From an optimization exercise on the open Yosys and OpenROAD flow, aimed at small area and a short achievable clock period; shortcuts taken in it are not production practice. In this exercise RTL edits were held to simulation tests only and were not proved equivalent to the original. Power figures rest on the tool's default switching activity, not on a simulated workload.

<file path="flow/run.sh">
#!/bin/bash
# synth_recipe.tcl (not shown) runs the flow's synth.tcl, then flattens the netlist and writes it again
# the make line also repeats each setting of config.mk as NAME=value (left out here)
make -C /OpenROAD-flow-scripts/flow DESIGN_CONFIG=/design/flow/config.mk WORK_HOME=/design/flow/orfs CLKGATE_MAP_FILE= SYNTH_SCRIPT=/design/flow/synth_recipe.tcl finish
</file>
<file path="flow/config.mk">
export PLATFORM = sky130hd
export DESIGN_NAME = mem_wb_stage_param
export DESIGN_NICKNAME = mem_wb_stage_param
export VERILOG_FILES = /design/flow/design.v
export SDC_FILE = /design/flow/constraint.sdc
export NUM_CORES = 4
export LEC_CHECK = 0
export CAP_MARGIN = 20
export CORE_MARGIN = 2
export CORE_UTILIZATION = 40
export SLEW_MARGIN = 20
</file>
<file path="flow/constraint.sdc">
create_clock -name core_clock -period 5.6 [get_ports {clk}]
set_input_delay 1.1200 -clock core_clock [delete_from_list [all_inputs] [get_ports {clk}]]
set_output_delay 1.1200 -clock core_clock [all_outputs]
set_load 0.01 [all_outputs]
</file>
<file path="flow/design.v">
module mem_wb_stage_param #(
    parameter int DATA_W   = 32,
    parameter int ADDR_W   = 7,
    parameter int REG_W    = 5,
    parameter int READ_LAT = 3
) (
    input  logic              clk,
    input  logic              reset,
    input  logic              valid_MEM,
    input  logic              MemRead_MEM,
    input  logic              MemWrite_MEM,
    input  logic              ByteOp_MEM,
    input  logic              Unsigned_MEM,
    input  logic              ResultSrc_MEM,
    input  logic              RegWrite_MEM,
    input  logic [REG_W-1:0]  rd_MEM,
    input  logic [DATA_W-1:0] alu_result_MEM,
    input  logic [DATA_W-1:0] write_data_MEM,
    output logic              stall_MEM,
    output logic [DATA_W-1:0] mem_data_WB,
    output logic [DATA_W-1:0] alu_result_WB,
    output logic              ResultSrc_WB,
    output logic              RegWrite_WB,
    output logic              valid_WB,
    output logic [REG_W-1:0]  rd_WB
);
    typedef enum logic {IDLE, WAIT} state_t;
    localparam int              DEPTH     = 1 << ADDR_W;
    localparam logic [1:0]      CNT_INIT  = (READ_LAT > 1) ? 2'(READ_LAT - 2) : 2'd0;
    localparam logic [DATA_W-1:0] BYTE_MASK = DATA_W'(8'hFF);
    logic [DATA_W-1:0] mem [DEPTH];
    logic [ADDR_W-1:0] addr;
    logic              is_store, is_load;
    logic [DATA_W-1:0] rdata, wdata, load_data;
    state_t            state, state_nxt;
    logic [1:0]        cnt, cnt_nxt;
    assign addr     = alu_result_MEM[ADDR_W-1:0];
    assign is_store = valid_MEM & MemWrite_MEM;
    assign is_load  = valid_MEM & MemRead_MEM & ~MemWrite_MEM;
    assign rdata    = mem[addr];
    assign wdata = ByteOp_MEM ? ((rdata & ~BYTE_MASK) | (write_data_MEM & BYTE_MASK))
                              : write_data_MEM;
    always_comb begin
        load_data = rdata;
        if (ByteOp_MEM)
            load_data = Unsigned_MEM ? DATA_W'(rdata[7:0]) : DATA_W'($signed(rdata[7:0]));
    end
    always_ff @(posedge clk) begin
        if (is_store)
            mem[addr] <= wdata;
    end
    always_ff @(posedge clk) begin
        if (reset) begin
            state <= IDLE;
            cnt   <= 2'd0;
        end else begin
            state <= state_nxt;
            cnt   <= cnt_nxt;
        end
    end
    always_comb begin
        state_nxt = state;
        cnt_nxt   = cnt;
        stall_MEM = 1'b0;
        case (state)
            IDLE: begin
                if (is_load && READ_LAT > 1) begin
                    state_nxt = WAIT;
                    cnt_nxt   = CNT_INIT;
                    stall_MEM = 1'b1;
                end
            end
            WAIT: begin
                if (cnt == 2'd0) begin
                    state_nxt = IDLE;
                end else begin
                    cnt_nxt   = cnt - 2'd1;
                    stall_MEM = 1'b1;
                end
            end
            default: state_nxt = IDLE;
        endcase
    end
    always_ff @(posedge clk) begin
        if (reset) begin
            mem_data_WB   <= '0;
            alu_result_WB <= '0;
            ResultSrc_WB  <= 1'b0;
            RegWrite_WB   <= 1'b0;
            valid_WB      <= 1'b0;
            rd_WB         <= '0;
        end else if (stall_MEM) begin
            valid_WB    <= 1'b0;
            RegWrite_WB <= 1'b0;
        end else begin
            valid_WB      <= valid_MEM;
            RegWrite_WB   <= valid_MEM & RegWrite_MEM;
            ResultSrc_WB  <= ResultSrc_MEM;
            rd_WB         <= rd_MEM;
            alu_result_WB <= alu_result_MEM;
            if (is_load)
                mem_data_WB <= load_data;
        end
    end
endmodule
</file>
==> run notes <==
critical path: cells and delay by family:
| kind | cells | cell delay (ns) |
|---|---|---|
| simple gates | 3 | 0.24 |
| buf+inv | 6 | 1.45 |
| compound gates | 4 | 2.50 |
| mux | 1 | 0.30 |
flip-flops by register name, indices dropped and copies added (netlist names), 2 cells and up:
signal,cells
mem,4096
alu_result_WB,32
mem_data_WB,32
rd_WB,5
cnt,2
kinds of logic after synthesis:
| kind of cell | synth area share (%) |
|---|---|
| muxes | 6.09 |
| AOI/OAI and AO/OA | 10.4 |
| DFF | 78.7 |
| adders and majority gates | 0.00791 |
| and+or+nand+nor | 2.65 |
| buffers and inverters | 2.11 |
routing by layer:
metal,GRT usage [%],up-vias
met2,44.6,8051
met4,17.4,22
met1,40.1,51800
met5,0,-
met3,9.18,1489
li1,-,38200
worst min path at each step:
stage               depth (start not counted)                              to  slack (ns)                      startpoint
CTS                                         1           mem[116][1]$_DFFE_PP_        0.34               write_data_MEM[1]
global placement                            2  alu_result_WB[23]$_SDFFE_PP0N_        0.44  alu_result_WB[23]$_SDFFE_PP0N_
floorplan                                   2             cnt[1]$_SDFFE_PP0P_        0.45             cnt[1]$_SDFFE_PP0P_
global route                                1           mem[116][1]$_DFFE_PP_        0.38               write_data_MEM[1]
finish                                      1           mem[116][1]$_DFFE_PP_        0.38               write_data_MEM[1]
detailed placement                          2           rd_WB[4]$_SDFFE_PP0N_        0.45           rd_WB[4]$_SDFFE_PP0N_
final cells by class:
| cell class | count | area, µm² |
|---|---|---|
| Tap cell | 5220 | 6530 |
| Antenna cell | 31 | 77.6 |
| Clock inverter | 222 | 1800 |
| Clock buffer | 531 | 11000 |
| Fill cell | 32800 | 206000 |
| Timing Repair Buffer | 1060 | 11300 |
| Sequential cell | 4171 | 124000 |
| Multi-Input combinational cell | 3993 | 31800 |
| Inverter | 12 | 62.6 |
layout by cell type, fill, tap and decap left out, types with 97 or more instances in the layout:
| cell type | count |
|---|---|
| edfxtp_1 | 4096 |
| buf_4 | 680 |
| a22oi_1 | 563 |
| clkbuf_16 | 421 |
| a221oi_1 | 384 |
| nand2_1 | 359 |
| mux2i_1 | 354 |
| a21oi_1 | 334 |
| mux2_2 | 281 |
| nor2_1 | 274 |
| buf_12 | 240 |
| o21ai_0 | 227 |
| clkdlybuf4s50_1 | 134 |
| nor2_4 | 127 |
| mux4_2 | 124 |
| a221o_1 | 104 |
| clkinv_1 | 100 |
| a22o_1 | 99 |
| clkbuf_1 | 97 |
power groups by stage:
stage	sequential [mW]	combinational (mW)	clock, mW
6_report	34.9	5.27	26.9
5_1_grt	34.9	5.29	28.1
4_1_cts	34.9	5.08	27.0
3_5_place_dp	35.6	5.07	0
3_3_place_gp	35.6	4.98	0
2_1_floorplan	35.7	1.94	0
stage by stage:
stage	instance area [µm²]	TNS, ns
2_1_floorplan	158000	0
3_3_place_gp	174000	-279.67
3_5_place_dp	174000	-181.96
4_1_cts	187000	0
5_1_grt	187000	0
6_report	187000	0
cell usage after synthesis (8+ instances only):
| master | n |
|---|---|
| buf_4 | 88 |
| nor2_1 | 403 |
| a221oi_1 | 384 |
| o22ai_1 | 48 |
| nor2b_1 | 10 |
| a41oi_1 | 66 |
| o21a_1 | 8 |
| o211ai_1 | 44 |
| o32ai_1 | 10 |
| a211oi_1 | 49 |
| buf_2 | 256 |
| mux4_2 | 124 |
| nand4_1 | 20 |
| o2bb2ai_1 | 19 |
| nand2b_1 | 9 |
| nor4_1 | 34 |
| or3_1 | 12 |
| a21oi_1 | 346 |
| and3_1 | 10 |
| edfxtp_1 | 4096 |
| a22o_1 | 100 |
| clkbuf_1 | 159 |
| a2111oi_0 | 22 |
| dfxtp_1 | 75 |
| a22oi_1 | 563 |
| and2_1 | 10 |
| a311oi_1 | 9 |
| o221ai_1 | 38 |
| buf_6 | 42 |
| mux2i_1 | 354 |
| a31oi_1 | 93 |
| o2111ai_1 | 14 |
| mux2_2 | 286 |
| nand2_1 | 373 |
| a221o_1 | 104 |
| o311a_1 | 8 |
| nor3_1 | 27 |
| or4_1 | 12 |
| nand3_1 | 28 |
| buf_1 | 73 |
| a222oi_1 | 27 |
| o21ai_0 | 234 |
| o21bai_1 | 9 |
| inv_1 | 9 |
==> impl_metrics.csv <==
group,metric,value,unit
synth,ys_types,84,
setup_path,reg2reg_to,"mem[3][20]$_DFFE_PP_",
placement,place_congestion,0.983,
pwr,sequentialPowerShare,52.0,%
pwr,vdd_ir_drop_max,0.000287,V
sta,hold_viol_final,0,
sta,clock_skew,0.0699,ns
pwr,p_leak,59.2,nW
floorplan,core,0.393,mm²
placement,dp_slack,-0.606,ns
synth,synth_edf_count,4096,
synth,yosys_most_used_dff,"edfxtp_1",
job,maxCapViolations,0,
floorplan,die-area,0.400,mm²
routing,wl_met1,222000,µm
routing,firstDrtPassIters,7,
synth,ys_warn_count,1,
pwr,power.share.clock,40.1,%
cells_and_area,final_layout_size_suffix_gt1_share,21.2,%
clock_tree,clk_latency,1.02,ns
pwr,swShare,23.5,%
setup_path,criticalPathCategory,"primary input to flop",
setup_path,rr_startpoint,"mem[69][20]$_DFFE_PP_",
synth,netlist_instances,8794,
sta,tightest_slew,1.38,ns
sta,period_share,96.8,%
sta,fmax,0.184,GHz
placement,post-dp-hpwl,386000,µm
sta,slew_headroom,7.74,%
setup_path,crit_path_end,"mem[3][20]$_DFFE_PP_",
clock_tree,htree_levels,5,
clock_tree,post-cts-setup-buffers,0,
clock_tree,cts.clk_slew.worst_paths,0.06,ns
sta,rsz0062_at_grt,"false",
pwr,p_sw,15.8,mW
routing,dr_wl_met3,87300,µm
global_routing,grt_first_pass_wirelength,828000,µm
synth,ys_seq_area_share,78.7,%
setup_path,critPathRequiredTime,6.21,ns
floorplan,dieHeight,633,µm
cells_and_area,finalNetCount,9730,
sta,hold_slack,0.378,ns
floorplan,die_w,633,µm
routing,drt-vias-per-instance,6.53,
min_path,hold_path_class,"primary input to flop",
synth,synth_area,0.158,mm²
floorplan,io_pins,151,
pwr,p_int,51.3,mW
setup_path,cp-end-kind,"flop",
setup_path,worstSetupStartpointType,"primary input",
floorplan,start_util,40.2,%
clock_tree,clock-root-buffer,"clkbuf_16",
clock_tree,cts_sinks,4171,
clock_tree,clock_path_buffers,4,
global_routing,antenna_found_initial,57,
routing,met2_length,270000,µm
clock_tree,hold_buffers,0,
pwr,p_comb_share,7.9,%
clock_tree,cts_buffers,413,
global_routing,grt_use_total,30.4,%
routing,drt_iter0_markers,18100,
setup_path,path_max_fanout,64,
floorplan,placementRows,230,
pwr,powerDensity,358,mW/mm²
setup_path,critPathLaunch,"alu_result_MEM[0]",
setup_path,r2r_cells,11,
global_routing,grt_pass1_vias,92200,
clock_tree,cts_tree,"yes",
synth,yosys-top-cells-area,"edfxtp_1 78%, a22oi_1 2.7%, mux2i_1 2.2%",
synth,synth_top_area_share,77.8,%
setup_path,path_cells,"buf_8 > buf_12 > nor2b_4 > buf_12 > a221oi_1 > nor2_1 > a2111oi_1 > o41ai_2 > a31oi_1 > buf_4 > nor4b_1 > buf_4 > mux2_4 > buf_12",
sta,fin_ws,0.177,ns
routing,ant_nets,0,
routing,wl,622000,µm
global_routing,grt_max_degree,129,
routing,num_vias,99500,
cells_and_area,layout.cells.non_filler,15200,
synth,syn_nets,8873,
clock_tree,cts.repair.resized,0,
status,outcome,"no timing/DRC/antenna violations",
placement,dp.cells,14500,
routing,highest_layer,"met5",
sta,setup_violations,0,
sta,drv_slew,0,
synth,async_flop_share,0,%
setup_path,rrSetupSlack,0.97,ns
placement,port_buffers,150,
synth,syn_area_per_cell,18.0,µm²
setup_path,max_stage_delay,0.94,ns
routing,drc,0,
synth,netlist.top_cell.by_area,"edfxtp_1",
synth,ys_ff_latch,4171,
cells_and_area,syn_to_final_growth,18.3,%
routing,drt-wirelength-per-cell,40.8,µm
setup_path,critPathArrivalTime,6.03,ns
cells_and_area,fin_util,47.6,%
setup_path,crit_top_cell,"buf_12",
setup_path,slowest_stage,"a2111oi_1",
global_routing,grt-ovfl-total,0,
sta,period_needed,5.42,ns
pwr,total_power,67.0,mW

==> port drivers added, routing unchanged <==
In the flow no input, the clock included, has a driving cell. The finished layout below was timed again as built, in two steps.
Step 1 (the two cells are an assumption about what drives the block):
set clk [get_ports {clk}]
set_driving_cell -lib_cell sky130_fd_sc_hd__clkbuf_16 $clk
set_driving_cell -lib_cell sky130_fd_sc_hd__buf_2 [delete_from_list [all_inputs] $clk]
Step 2, shift: input delay + t, output delay - t, t = (earliest + latest rising clock arrival at the registers) / 2. This alone moves slack from input paths to output paths.
a / b / c = no drivers / after step 1 / after step 2; a / b = the first two.
t (ns): 1.098
slack for setup (ns): 0.177 / 0.187 / -0.911
worst hold slack (ns): 0.378 / 0.314 / 0.454
pins driven straight from the clock port: 1
Met with ideal ports but missed after step 2: setup timing in this run. For this run, drivers alone change the setup slack by +0.010 ns; drivers and shift together by -1.088 ns.
